Context: an optimization exercise on an open-source flow, tuned for small area and a short achievable clock period. The choices shown serve that exercise and are no tape-out recipe.
Function was checked by simulation only, so behaviour that the tests miss may differ from the original.
The clock port is modelled as an ideal driver; clocking choices that lean on that would not hold on a real chip.
Power figures rest on the tool's default switching activity, not on a simulated workload.

run A:
// mem_slave
module mem_slave #(
  parameter int unsigned WIDTH       = 16,
  parameter int unsigned DEPTH       = 64,
  parameter int unsigned ADDR_WIDTH  = $clog2(DEPTH),
  parameter int unsigned WAIT_CYCLES = 2
) (
  input  logic                  clk,
  input  logic                  res,
  input  logic                  bus_wr_rd,
  input  logic [ADDR_WIDTH-1:0] bus_addr,
  input  logic [WIDTH-1:0]      bus_wdata,
  input  logic                  bus_valid,
  output logic                  bus_ready,
  output logic [WIDTH-1:0]      bus_rdata,
  output logic                  bus_rdata_vld
);
==> flow/config.mk <==
export PLATFORM = sky130hd
export DESIGN_NAME = mem_slave
export DESIGN_NICKNAME = mem_slave
export VERILOG_FILES = /design/flow/design.v
export SDC_FILE = /design/flow/constraint.sdc
export NUM_CORES = 4
export LEC_CHECK = 0
export ABC_CLOCK_PERIOD_IN_PS = 2000
export CAP_MARGIN = 20
export CORE_MARGIN = 2
export CORE_UTILIZATION = 40
export SETUP_SLACK_MARGIN = 2.8
export SLEW_MARGIN = 20
==> flow/constraint.sdc <==
create_clock -name core_clock -period 5.0 [get_ports {clk}]
set_input_delay 1.0000 -clock core_clock [delete_from_list [all_inputs] [get_ports {clk}]]
set_output_delay 1.0000 -clock core_clock [all_outputs]
set_load 0.01 [all_outputs]
run.sh (not shown) runs the stock make flow with config.mk's settings and CLKGATE_MAP_FILE= SYNTH_SCRIPT=/design/flow/synth_recipe.tcl, a recipe that flattens the netlist after the stock synthesis.
Run A did not stop at any stage, and its layout met the timing, DRC and antenna checks.
For run B, these inputs were changed with respect to run A:
Settings: CORE_UTILIZATION now 60, was 40; SETUP_SLACK_MARGIN now 3.2, was 2.8; CTS_CLUSTER_DIAMETER now 80, previously not set; CTS_CLUSTER_SIZE now 25, previously not set.
==> comparison <==
Diff run A -> run B: register clock-pin slew on the reported worst setup and hold paths now larger; clock share of power -12 points.
[compare] base=run A new=run B: routed length per instance increased 5.8 um, area after synthesis stayed essentially flat, starting density of the core up 20 points, utilization after layout has increased, average via count per standard cell grew by 17%.
[run B vs run A] area growth from synthesis to layout: higher in run B
Comparing run B and run A, detailed route wirelength on metal2 is higher on run B.
The count of clock-net buffers in the final layout number comes out higher for run A vs run B.
[inputs] run C vs run B
Settings: removing CTS_CLUSTER_DIAMETER (formerly 80); removing ABC_CLOCK_PERIOD_IN_PS (formerly 2000); removing SETUP_SLACK_MARGIN (formerly 3.2); changing CORE_UTILIZATION from 60 to 40; removing CTS_CLUSTER_SIZE (formerly 25).
Results
Going from run B to run C, sequential share of cell area grows by 1.9 points.
Run C against run B: power share of the combinational group lower, met2 layer wire length in the routed design lower.

========
Setup of run 1:
Another version of the RTL of mem_slave (not shown whole).
For scale: roughly 2400 cells after synthesis, ~1100 flip-flops, roughly 32000 sq um of cells after synthesis.
==> flow/config.mk <==
export PLATFORM = sky130hd
export DESIGN_NAME = mem_slave
export DESIGN_NICKNAME = mem_slave
export VERILOG_FILES = /design/flow/design.v
export SDC_FILE = /design/flow/constraint.sdc
export NUM_CORES = 4
export LEC_CHECK = 0
export ABC_CLOCK_PERIOD_IN_PS = 2000
export CAP_MARGIN = 20
export CORE_MARGIN = 2
export CORE_UTILIZATION = 55
export CTS_CLUSTER_DIAMETER = 80
export CTS_CLUSTER_SIZE = 25
export SETUP_SLACK_MARGIN = 3.0
export SLEW_MARGIN = 20
export SYNTH_HIERARCHICAL = 1
==> flow/constraint.sdc <==
create_clock -name core_clock -period 5.0 [get_ports {clk}]
set_input_delay 1.0000 -clock core_clock [delete_from_list [all_inputs] [get_ports {clk}]]
set_output_delay 1.0000 -clock core_clock [all_outputs]
set_load 0.01 [all_outputs]
standard.sh (not shown) runs the stock make flow with config.mk's settings and CLKGATE_MAP_FILE= SYNTH_SCRIPT=/design/flow/synth_recipe.tcl, a recipe that flattens the netlist after the stock synthesis.
==> flow/flow/run.sh <==
#!/bin/bash
set -euo pipefail
R=orfs/results/${FLOW_PLATFORM}/mem_slave/base
bash standard.sh cts > std_cts.log 2>&1
cp $R/4_cts.odb $R/4_cts_orig.odb
openroad -no_init -exit flow/clkroot.tcl > clkroot.log 2>&1
bash standard.sh finish > std_finish.log 2>&1
Other scripts of this flow, unchanged in this note and not shown: flow/flow/clkroot.tcl
Here is what was changed in the inputs of run 2 compared with run 1.
Settings: CORE_UTILIZATION changed from 55 to 40.
Notes after the runs:
Vias: run 2 above run 1. Run 2 vs run 1, global router's overall resource usage went down by 8.5 points. Taking run 1 as the reference, in run 2 worst voltage drop across the vdd grid -0.000065 V; proportion of power drawn by combinational gates moved up; clock network contribution to total cell area held steady. Summary of run 2 over run 1: minimum period implied by the final worst setup slack lost 0.024 ns; starting utilization of the core area dropped 15 points; total detailed-routing wirelength level; least setup slack across all paths after layout picked up an extra 0.024 ns; clock power share roughly the same.

========
alpha:
mem_slave, a different RTL version from the one above (not shown whole).
Size: ~2300 cells after synthesis, ~44 I/O pins, about 32000 um2 of cells after synthesis.
==> flow/design.v (excerpt) <==
module mem_slave #(
  parameter int unsigned WIDTH       = 16,
  parameter int unsigned DEPTH       = 64,
  parameter int unsigned ADDR_WIDTH  = $clog2(DEPTH),
  parameter int unsigned WAIT_CYCLES = 2
) (
  input  logic                  clk,
  input  logic                  res,
  input  logic                  bus_wr_rd,
  input  logic [ADDR_WIDTH-1:0] bus_addr,
  input  logic [WIDTH-1:0]      bus_wdata,
  input  logic                  bus_valid,
  output logic                  bus_ready,
  output logic [WIDTH-1:0]      bus_rdata,
  output logic                  bus_rdata_vld
);
clock: 5.0 ns
lec_check: 0
abc_clock_period_in_ps: 2000
cap_margin: 20
core_margin: 2
core_utilization: 40
cts_cluster_diameter: 80
cts_cluster_size: 25
setup_slack_margin: 3.0
slew_margin: 20
synth_hierarchical: 1
Scripts as last shown in full above: flow/flow/run.sh
Other scripts of this flow, unchanged in this note and not shown: flow/flow/clkroot.tcl
alpha ended with every stage complete and zero timing, DRC or antenna violations.
### alpha -> beta
--- a/flow/config.mk
+++ b/flow/config.mk
@@ -12,5 +12,5 @@
 export CTS_CLUSTER_DIAMETER = 80
 export CTS_CLUSTER_SIZE = 25
-export SETUP_SLACK_MARGIN = 3.0
+export SETUP_SLACK_MARGIN = 3.1
 export SLEW_MARGIN = 20
 export SYNTH_HIERARCHICAL = 1
Notes after the runs:
- The final cell count of alpha and that of beta are within noise of each other.
- Final cycle utilization of the critical path: beta < alpha
- Between alpha and beta, the flow reports footprint of the multi-input gates increasing slightly.
- Comparing beta and alpha, the higher area share of buffers outside the clock network was measured on beta.
- Reported for beta and alpha, number of non-clock inverters in the layout turned out identical to the last digit.
- The lower depth of the worst register-to-register path came out of beta.
- From alpha to beta, final sequential cell count did not move at all.
- Relative to alpha, the wire length measured on beta has decreased slightly.
- beta: full flow OK, the timing, DRC and antenna checks passed
- Compared with alpha, in beta transition time of the tightest slew-check pin has increased; met1 usage in global routing has decreased.

[re-timing with driven ports]
No port has a modelled driver above. Below, the same layouts with a new extraction and two added sets of constraints.
Step 1 sets driving cells, clkbuf_16 on the clock port and buf_2 on the other inputs (assumed; they add their load-dependent delay and slew).
Step 2 adds t to the input delays and takes it off the output delays; t is the mean of the earliest and latest rising clock arrival at the registers after step 1. Input paths then give back, and output paths get back, about the clock's delay inside the block.
Three values: no drivers, after step 1, after step 2; two values: the first two.
| run | t (ns) | slack for setup (ns) | worst setup path at the end | clock arrival spread, ns | slew at the worst register clock pin (ns) |
|---|---|---|---|---|---|
| run A | 0.713 | 2.826 / 2.761 / 2.286 | input to register | 0.034 / 0.034 | 0.07 / 0.07 |
| run B | 0.702 | 2.795 / 2.731 / 2.222 | input to register | 0.039 / 0.039 | 0.11 / 0.11 |
| run C | 0.724 | 2.081 / 2.095 / 1.388 | input to register | 0.030 / 0.029 | 0.07 / 0.07 |
| run 1 | 0.566 | 3.002 / 2.909 / 2.538 | input to register | 0.022 / 0.022 | 0.10 / 0.10 |
| run 2 | 0.569 | 3.026 / 2.896 / 2.577 | input to register | 0.037 / 0.037 | 0.10 / 0.10 |
| alpha | 0.574 | 2.953 / 2.891 / 2.556 | input to register | 0.035 / 0.035 | 0.10 / 0.10 |
| beta | 0.556 | 3.024 / 2.900 / 2.534 | input to register | 0.031 / 0.031 | 0.10 / 0.10 |
After both steps every run listed still meets setup and hold. For run C, which loses most, drivers alone change the setup slack by +0.014 ns; drivers and shift together by -0.693 ns.
